From an optimization exercise on the open Yosys and OpenROAD flow, aimed at small area; shortcuts taken in it are not production practice.
Function was checked by simulation only, so behaviour that the tests miss may differ from the original.
Power figures rest on the tool's default switching activity, not on a simulated workload.

[flow/design.v]
package fta_pkg;
  typedef enum logic [1:0] {OKAY = 2'd0, SLVERR = 2'd1, DECERR = 2'd2, RETRY = 2'd3} fta_err_t;
  typedef struct packed {
    logic         ack;
    logic         stall;
    logic         next;
    fta_err_t     err;
    logic [3:0]   pri;
    logic [7:0]   cid;
    logic [7:0]   tid;
    logic [31:0]  adr;
    logic [127:0] dat;
  } fta_cmd_response128_t;
  localparam fta_cmd_response128_t RESP_IDLE = {1'b0, 1'b0, 1'b0, OKAY, 4'hF, 8'h00, 8'h00,
                                                32'h0, 128'h0};
endpackage
module fta_resp_dispatch #(
  parameter int PORTS = 4,
  parameter int DEPTH = 4
) (
  input  logic                     clk,
  input  logic                     rst,
  input  logic [184:0]             resp,
  input  logic [PORTS-1:0]         rdy,
  output logic [PORTS*185-1:0]     resp_o,
  output logic [PORTS-1:0]         ovf,
  output logic [7:0]               drop_cnt
);
  localparam int SW = $clog2(PORTS);
  localparam int NB = DEPTH - 1;   
  localparam int DW = 180;         
  logic [DW-1:0]    din;
  logic [SW-1:0]    sel;
  logic [PORTS-1:0] drop;
  logic [PORTS-1:0] ovf_q;
  logic [7:0]       drop_q;
  assign din = {resp[181:180], ~resp[179:176], resp[175:170], resp[167:0]};
  assign sel = resp[168 +: SW];
  for (genvar p = 0; p < PORTS; p++) begin : g_port
    logic [DW-1:0] mem [NB];
    logic [NB-1:0] bvld;      
    logic [NB-1:0] brp;       
    logic [NB-1:0] bwp;       
    logic [NB-1:0] bwe;
    logic [NB-1:0] bkeep;     
    logic [NB-1:0] take;      
    logic          hvld;      
    logic          hkeep;
    logic          hload;     
    logic [DW-1:0] head;
    logic          bne;
    logic          full;
    logic          hit;
    logic          pop;
    logic          push;
    assign bne     = |bvld;
    assign full    = hvld && (&bvld);
    assign hit     = resp[184] && (sel == SW'(p));
    assign pop     = hvld && rdy[p];
    assign push    = hit && (!full || pop);
    assign drop[p] = hit && !push;
    assign take    = brp & {NB{pop && bne}};
    assign hload   = push && (!hvld || (pop && !bne));
    assign hkeep   = hvld && !pop;
    assign bwe     = bwp & {NB{push && !hload}};
    assign bkeep   = bvld & ~bwe;
    always_ff @(posedge clk or negedge rst) begin
      if (!rst) begin
        hvld <= 1'b0;
        bvld <= '0;
        brp  <= NB'(1);
        bwp  <= NB'(1);
      end else begin
        hvld <= hkeep || hload || (pop && bne);
        bvld <= (bvld & ~take) | bwe;
        if (pop && bne) brp <= {brp[NB-2:0], brp[NB-1]};
        if (|bwe)       bwp <= {bwp[NB-2:0], bwp[NB-1]};
      end
    end
    for (genvar i = 0; i < NB; i++) begin : g_slot
      fta_resp_slot #(.DW(DW)) u_slot (.clk(clk), .keep(bkeep[i]), .we(bwe[i]), .din(din),
                                      .q(mem[i]));
    end
    fta_resp_head #(.DW(DW)) u_head (.clk(clk), .rst(rst), .keep(hkeep), .load(hload),
                                     .take(take), .din(din), .b0(mem[0]), .b1(mem[1]),
                                     .b2(mem[2]), .q(head));
    assign resp_o[p*185 +: 185] = {hvld, 2'b00, head[179:178], ~head[177:174], head[173:168],
                                   SW'(p) & {SW{hvld}}, head[167:0]};
  end
  always_ff @(posedge clk or negedge rst) begin
    if (!rst) begin
      ovf_q  <= '0;
      drop_q <= '0;
    end else begin
      ovf_q <= ovf_q | drop;
      if ((|drop) && (drop_q != 8'hFF)) drop_q <= drop_q + 8'd1;
    end
  end
  assign ovf      = ovf_q;
  assign drop_cnt = drop_q;
endmodule
module fta_resp_slot #(
  parameter int DW = 180
) (
  input  logic          clk,
  input  logic          keep,
  input  logic          we,
  input  logic [DW-1:0] din,
  output logic [DW-1:0] q
);
  always_ff @(posedge clk) begin
    q <= (q & {DW{keep}}) | (din & {DW{we}});
  end
endmodule
module fta_resp_head #(
  parameter int DW = 180
) (
  input  logic          clk,
  input  logic          rst,
  input  logic          keep,
  input  logic          load,
  input  logic [2:0]    take,
  input  logic [DW-1:0] din,
  input  logic [DW-1:0] b0,
  input  logic [DW-1:0] b1,
  input  logic [DW-1:0] b2,
  output logic [DW-1:0] q
);
  always_ff @(posedge clk or negedge rst) begin
    if (!rst) q <= '0;
    else      q <= (q & {DW{keep}}) | (din & {DW{load}}) | (b0 & {DW{take[0]}}) |
                   (b1 & {DW{take[1]}}) | (b2 & {DW{take[2]}});
  end
endmodule
[flow/flow/run.sh]
#!/bin/bash
# The standard layout (standard.sh: ORFS synth to finish), with two changes:
#  - the port buffers that buffer_ports inserts are buf_1 instead of the default cell;
#  - CTS uses clkbuf_8, clusters up to 16 sinks within 60 um and inserts no dummy loads.
# Each tool's output is in the ORFS logs under orfs/logs; make's output is in standard.log.
set -euo pipefail
export BUFFER_PORTS_ARGS="-buffer_cell sky130_fd_sc_hd__buf_1"
export CTS_ARGS="-sink_clustering_enable -repair_clock_nets -dont_use_dummy_load -sink_clustering_size 16 -sink_clustering_max_diameter 60 -buf_list sky130_fd_sc_hd__clkbuf_8"
bash standard.sh > standard.log 2>&1
mkdir -p tool_logs
cp -r orfs/logs/* tool_logs/ 2>/dev/null || true
[flow/standard.sh]
#!/bin/bash
# synth_recipe.tcl (not shown) runs the flow's synth.tcl, then flattens the netlist and writes it again
# the make line also repeats each setting of config.mk as NAME=value (left out here)
make -C /OpenROAD-flow-scripts/flow DESIGN_CONFIG=/design/flow/config.mk WORK_HOME=/design/flow/orfs CLKGATE_MAP_FILE= SYNTH_SCRIPT=/design/flow/synth_recipe.tcl "${@:-finish}"
[flow/config.mk]
export PLATFORM = sky130hd
export DESIGN_NAME = fta_resp_dispatch
export DESIGN_NICKNAME = fta_resp_dispatch
export VERILOG_FILES = /design/flow/design.v
export SDC_FILE = /design/flow/constraint.sdc
export NUM_CORES = 4
export LEC_CHECK = 0
export CAP_MARGIN = 20
export CORE_MARGIN = 2
export CORE_UTILIZATION = 68
export SLEW_MARGIN = 20
export SYNTH_HIERARCHICAL = 1
[flow/constraint.sdc]
create_clock -name core_clock -period 6.0 [get_ports {clk}]
set_input_delay 1.2000 -clock core_clock [delete_from_list [all_inputs] [get_ports {clk}]]
set_output_delay 1.2000 -clock core_clock [all_outputs]
set_load 0.01 [all_outputs]
==> results of run 1 <==
==> metal layers <==
layer,wire length (um),vias up
li1,-,33885
met1,131000,41949
met2,158000,6279
met3,52300,1062
met4,25400,28
met5,244,-
==> cells in the final DEF, fill, tap and decap left out, drive strengths merged, types with 3 or more instances in the layout <==
cell	count
clkbuf	204
dfstp	8
dfrtp	764
xor2	4
nand2b	3
mux2	7
or2	4
or3	5
conb	12
dfxtp	2160
diode	28
nand3	10
nand2	783
and3	4
a22oi	720
nor3	5
a21o	6
a222oi	720
and2	13
inv	46
nor2	4
buf	1054
nor2b	13
o21ai	10
and4b	5
a22o	2160
==> state kept, by name, summed over array words and instances, names as in the netlist <==
signal,cells
drop_q,8
g_port.brp,12
g_port.bvld,12
g_port.bwp,12
g_port.g_slot.u_slot.q,2160
g_port.hvld,4
g_port.u_head.q,720
ovf_q,4
==> worst max-delay path: stages (launching register included) <==
cell and delay [ns]:
dfrtp_1 0.43, or3_1 0.42, o21ai_1 0.23, nor3_1 0.19
and2_4 0.39, nor2b_4 0.66, buf_4 0.90, a22o_1 0.28
==> area by class of cell <==
class / count / area, um^2
antenna: 28 / 70.1
clock buffer: 203 / 2790
fill: 11169 / 43100
inverter: 48 / 305
multi-input combinational: 4504 / 35500
sequential: 2932 / 62600
tap: 2030 / 2540
timing repair buffer: 1055 / 5040
==> power by group <==
group	internal, mW	switching [mW]	total (mW)
Combinational	1.72	3.95	5.67
Sequential	21.2	0.983	22.2
Clock	3.02	6.01	9.03
==> logic make-up after synthesis <==
family	Yosys count	synth area share [%]
AOI/OAI and AO/OA	3621	30.5
muxes	7	0.0794
other	1	0.00360
DFF	2932	60.1
buffers and inverters	949	5.95
adders and majority gates	1	0.0120
and+or+nand+nor	857	3.31
xor gates and xnor gates	6	0.0505
==> final timing paths <==
check / depth (start not counted) / endpoint / startpoint
max in group asynchronous: 3 / g_port[1].u_head.q[146]$_DFF_PN0_ / rst
worst max register to register: 7 / g_port[3].g_slot[2].u_slot.q[72]$_DFF_P_ / g_port[3].bvld[2]$_DFF_PN0_
worst min-delay path: 1 / g_port[0].u_head.q[56]$_DFF_PN0_ / rst
worst max-delay path: 7 / g_port[3].g_slot[2].u_slot.q[72]$_DFF_P_ / g_port[3].bvld[2]$_DFF_PN0_
worst min register to register: 2 / g_port[3].u_head.q[65]$_DFF_PN0_ / g_port[3].g_slot[0].u_slot.q[65]$_DFF_P_
min in group core_clock: 2 / g_port[3].u_head.q[65]$_DFF_PN0_ / g_port[3].g_slot[0].u_slot.q[65]$_DFF_P_
==> results.txt, run 1 <==
leading cell types by count after synthesis 2,160 x a22o_1, 2,160 x dfxtp_1, 783 x nand2_1; clk buf depth 3; largest area contributor in the netlist dfxtp_1; Final TNS setup 0 ns; final slew viol count 0; outcome finished clean; fin util 71.6%; Pwr Total between 30 and 40 mW; First-pass DRT Iterations 10; final wirelength between 300 and 400 mm; antenna violations before repair 38; hold slack 0.362 ns; CP arrival 4.45 ns; Post-CTS Hold Fix Bufs 0; DR vias between 80,000 and 90,000; initial DRC count about 14,000; Critical Path Source Type register; f_max approximately 0.28 GHz; Port-buffer cells between 900 and 1,000; global placement routability congestion between 0.8 and 0.9; TritonCTS clock tree yes; dpl hpwl 201 mm; crit path max fanout 63; total global routing overflow 0; share of the synthesized area in the top cell type 41.6%; setup ws final roughly 2.4 ns; post-route design area 109,000 um^2; Max-slew headroom about 16%; Gate Count Post-Synth 8,374; Seq/Total Area, Yosys 60.1%; Critical Path End Type register; WL/cell 33.9 um; core area approximately 150,000 um^2; final non-filler cell total 10,800; H-tree levels 4; largest cells by area after synthesis dfxtp_1 42%, dfrtp_1 18%, a22o_1 18%; count of final setup violators 0; clock buffer count from CTS about 200; GR Util met1 between 50 and 60%; RSZ-0062 raised after global routing false; met3 GRT Util 15.2%; Worst-Skew Late Latency about 1 ns; # rows about 140; vias per cell 7.70; vias in the first global route approximately 81,000; Die X-Extent ~400 um; library cells used by synthesis 44; DP Area between 100,000 and 150,000 um^2; grt met2 use about two thirds; GRT Util Overall 45.3%; worst path required time between 6 and 7 ns; fin nets about 8,900; ys async rst share between 20% and 30%; Worst-Margin Slew about 1.2 ns; Starting Density 68.5%; LEAKAGE 45.2 nW; #FFs+latches synth about 2,900; top_reg_cell synth dfxtp_1; Worst Hold Class in -> async; first-pass GRT wire length around 540 mm; Mapped Avg Cell Area around 12 um^2; Inst Count DP roughly 11,000; Post-synth EDFFs 0; R2R setup slack 2.40 ns; Final min period around 3.6 ns; warnings from Yosys 13; post-CTS sizing 0; Layout Skew 0.0932 ns; Max-Cap Viols 0; pre-CTS setup slack around 1.5 ns; Cell Area, Synth 104,000 um^2; CP Class reg -> reg; Final period util about three fifths; layout cells sized above 1 about 4.6%; Cell Pwr Density between 300 and 400 nW/um^2; Sink Count just under 3,000; Die Area between 150,000 and 200,000 um^2; clock root buffer clkbuf_8; Vert. Die Dim 395 um; Worst VDD drop between 200 and 300 uV; gr busiest metal met2; Reg clk slew, reported paths 0.10 ns; IO Pins ~940; Area Growth Syn to Fin 4.57%; Routed Antenna Nets 0; largest net degree at the start of global routing 142; # DRC 0; Post-CTS Setup Bufs 0; endpoints failing hold 0
==> run 2, diff against run 1 <==
--- a/flow/config.mk
+++ b/flow/config.mk
@@ -9,3 +9,3 @@
 export CORE_MARGIN = 2
-export CORE_UTILIZATION = 68
+export CORE_UTILIZATION = 76
 export SLEW_MARGIN = 20
==> results.txt, run 2 <==
max reg flops 2,160 (unchanged); Int Pwr 25.9 mW (was 26.0 mW); global placement routability congestion 0.885 (was 0.865); Gate Count Post-Synth 8,374 (unchanged); Final TNS setup 0 ns (unchanged); leading cell types by count after synthesis 2,160 x a22o_1, 2,160 x dfxtp_1, 783 x nand2_1 (unchanged); Worst-Skew Late Latency 0.99 ns (was 0.98 ns); Area Growth Syn to Fin 4.01% (was 4.57%); clock root buffer clkbuf_8 (unchanged); crit path max fanout 86 (was 63); Worst Hold Class in -> async (unchanged); Final period util 58.1% (was 60.0%); Die X-Extent 374 um (was 395 um); cells along the critical path or3_1, o21ai_1, nor3_1, and2_4, nor2b_4, buf_12, a22o_1 (was or3_1, o21ai_1, nor3_1, and2_4, nor2b_4, buf_4, a22o_1); largest net degree at the start of global routing 182 (was 142); largest area contributor in the netlist dfxtp_1 (unchanged); CP Class reg -> reg (unchanged); Vert. Die Dim 374 um (was 395 um); Critical Path End Type register (unchanged); Seq/Total Area, Yosys 60.1% (unchanged); pre-CTS setup slack 1.78 ns (was 1.53 ns); Starting Density 76.7% (was 68.5%); max incr delay on CP 0.84 ns (was 0.90 ns); fin nets 8,920 (was 8,936); core area 136,000 um^2 (was 152,000 um^2); LEAKAGE 45.1 nW (was 45.2 nW); R2R setup slack 2.52 ns (was 2.40 ns); CP arrival 4.39 ns (was 4.45 ns); Slowest cell on crit path nor2b_4 (was buf_4); R2R Path End g_port[3].g_slot[0].u_slot.q[48]$_DFF_P_ (was g_port[3].g_slot[2].u_slot.q[72]$_DFF_P_); switching power 10.9 mW (about the same); # DRC 0 (unchanged); worst path required time 6.90 ns (was 6.85 ns); Max-slew headroom -18.7% (was 16.4%); #FFs+latches synth 2,932 (unchanged); warnings from Yosys 13 (unchanged); H-tree levels 4 (unchanged); Worst-Margin Slew 1.78 ns (was 1.25 ns); count of final setup violators 0 (unchanged); Post-CTS Setup Bufs 0 (unchanged); Cell Pwr Density 340 nW/um^2 (was 339 nW/um^2); register with the most flip-flops g_port.g_slot.u_slot.q (unchanged); largest cells by area after synthesis dfxtp_1 42%, dfrtp_1 18%, a22o_1 18% (unchanged); TritonCTS clock tree yes (unchanged); worst path bufs/invs 1 (unchanged); clock share of power 24.3% (was 24.5%); clock buffer count from CTS 201 (was 203); sequential power share 60.4% (was 60.2%); Die Area 140,000 um^2 (was 156,000 um^2); share of the synthesized area in the top cell type 41.6% (unchanged); IO Pins 943 (unchanged); post-CTS sizing 0 (unchanged); outcome failed layout checks (was finished clean); Final min period 3.48 ns (was 3.60 ns); library cells used by synthesis 44 (unchanged); final wirelength 360 mm (was 367 mm); Routed Antenna Nets 0 (unchanged); # rows 135 (was 143); Worst VDD drop 283 uV (was 279 uV); Sink Count 2,932 (unchanged); Port-buffer cells 928 (unchanged); worst r2r path cells 7 (unchanged); hold slack 0.371 ns (was 0.362 ns); Layout Skew 0.0632 ns (was 0.0932 ns); initial DRC count 15,379 (was 13,832); most frequent cells in the layout 2,160 x a22o_1, 2,160 x dfxtp_1, 926 x buf_1 (was 2,160 x a22o_1, 2,160 x dfxtp_1, 927 x buf_1); Comb power frac 15.3% (was 15.4%); RSZ-0062 raised after global routing false (unchanged); GRT Util Overall 49.9% (was 45.3%); Switching Share 29.5% (was 29.7%); WL/cell 34.2 um (was 33.9 um); Filler Cells Inserted 8,465 (was 11,169); f_max 0.287 GHz (was 0.278 GHz); clk buf depth 3 (unchanged); DR vias 84,625 (was 83,203); setup ws final 2.52 ns (was 2.40 ns); top flop regs g_port.g_slot.u_slot.q (2160), g_port.u_head.q (720) (unchanged); Cell Area, Synth 104,000 um^2 (unchanged); top_reg_cell synth dfxtp_1 (unchanged); reg2reg start g_port[3].bvld[2]$_DFF_PN0_ (unchanged); dpl hpwl 197 mm (was 201 mm); Reg clk slew, reported paths 0.10 ns (about the same); layout cells sized above 1 4.44% (was 4.60%); final slew viol count 72 (was 0); antenna violations before repair 33 (was 38); Crit. Startpoint g_port[3].bvld[2]$_DFF_PN0_ (unchanged); ys async rst share 26.3% (unchanged); crit-path leading delay family simple AND/OR/NAND/NOR gates (unchanged); Post-CTS Hold Fix Bufs 0 (unchanged); Max-Cap Viols 0 (unchanged); first-pass GRT wire length 532 mm (was 538 mm); First-pass DRT Iterations 11 (was 10); Failing Checks max-slew violations; endpoints failing hold 0 (unchanged); Mapped Avg Cell Area 12.4 um^2 (unchanged); Levels on crit path 7 (unchanged); vias per cell 8.03 (was 7.70); total global routing overflow 0 (unchanged); Post-synth EDFFs 0 (unchanged); Critical Path Source Type register (unchanged); vias in the first global route 82,650 (was 81,084); critical path endpoint g_port[3].g_slot[0].u_slot.q[48]$_DFF_P_ (was g_port[3].g_slot[2].u_slot.q[72]$_DFF_P_)
-- run 2: changes by cell type in the layout (fill, tap and decap cells not counted), moves of 2 or more --
| cell | delta |
|---|---|
| buf_6 | -2 |
| diode_2 | +3 |
| clkbuf_8 | -2 |
| buf_12 | -10 |
-- run 2: worst reg2reg max path, cell delays in order (launching register included) --
cell	delay [ns]
dfrtp_1	0.43
or3_1	0.44
o21ai_1	0.26
nor3_1	0.18
and2_4	0.35
nor2b_4	0.85
buf_12	0.49
a22o_1	0.41
-- run 2: area by class of cell --
type / count / area, um^2 / area share (%)
antenna: 31 / 77.6 / 0.0717
clock buffer: 201 / 2770 / 2.56
inverter: 48 / 310 / 0.287
multi-input combinational: 4504 / 35500 / 32.8
sequential: 2932 / 62600 / 57.8
tap: 1781 / 2230 / 2.06
timing repair buffer: 1041 / 4790 / 4.42
-- run 2: power groups by stage --
stage | combinational, mW | sequential (mW) | clock, mW
4_1_cts | 5.39 | 22.2 | 8.86
3_5_place_dp | 5.38 | 22.6 | 0
2_1_floorplan | 3.51 | 22.4 | 0
6_report | 5.63 | 22.2 | 8.94
3_3_place_gp | 5.23 | 22.5 | 0
5_1_grt | 5.74 | 22.4 | 9.54
-- run 2: layer usage --
layer | track usage (%) | part of all wire, % | up-vias
met5 | 0 | 0.035 | -
met4 | 36.5 | 8.5 | 20
met3 | 17.9 | 16 | 1483
met2 | 71.8 | 42 | 7479
met1 | 62.2 | 34 | 41781
li1 | - | - | 33862
-- run 2: through the flow --
stage | cell area (um^2) | power (mW) | std cells | util, %
after detailed placement | 105000 | 28.0 | 10306 | 77.7
after CTS | 108000 | 36.4 | 10507 | 79.7
after global routing | 108000 | 37.7 | 10526 | 79.7
final | 108000 | 36.8 | 10538 | 79.8
after floorplan | 104000 | 25.9 | 8385 | -
after global placement | 105000 | 27.7 | 10306 | 77.7
-- run 2: how the worst min path moves through the flow --
stage	startpoint	to	slack [ns]	depth (start not counted)
final	rst	g_port[0].u_head.q[51]$_DFF_PN0_	0.37	1
after global routing	rst	g_port[1].u_head.q[55]$_DFF_PN0_	0.38	1
after CTS	rst	g_port[1].u_head.q[57]$_DFF_PN0_	0.32	1
after detailed placement	ovf_q[1]$_DFF_PN0_	ovf_q[1]$_DFF_PN0_	0.46	1
after global placement	g_port[3].brp[0]$_DFFE_PN1N_	g_port[3].brp[0]$_DFFE_PN1N_	0.45	2
after floorplan	g_port[0].brp[0]$_DFFE_PN1N_	g_port[0].brp[0]$_DFFE_PN1N_	0.44	2
-- run 2: logic make-up after synthesis --
family / Yosys count / synth area share (%)
compound gates: 3621 / 30.5
flops: 2932 / 60.1
buf+inv: 949 / 5.95
simple gates: 857 / 3.31
mux: 7 / 0.0794
xor+xnor: 6 / 0.0505
fa+ha+maj: 1 / 0.0120
other cells: 1 / 0.00360

## what the ideal ports hide
No port has a modelled driver above. Below, the same layouts with a new extraction and two added sets of constraints.
Step 1 (the two cells are an assumption about what drives the block):
set clk [get_ports {clk}]
set_driving_cell -lib_cell sky130_fd_sc_hd__clkbuf_16 $clk
set_driving_cell -lib_cell sky130_fd_sc_hd__buf_2 [delete_from_list [all_inputs] $clk]
Step 2 also shifts input and output timing later by t, the mid clock arrival at the registers, as if the neighbouring blocks saw the same clock.
Three values: ideal, step 1, step 2; two values: the first two.
run	shift t [ns]	setup slack, ns	pins driven straight from the clock port
run 1	1.031	2.403 / 2.385 / 1.354	1
run 2	1.046	2.516 / 2.516 / 1.544	1
The setup slack of run 1, which loses most, moves by -0.018 ns with the drivers and by -1.049 ns with both steps.
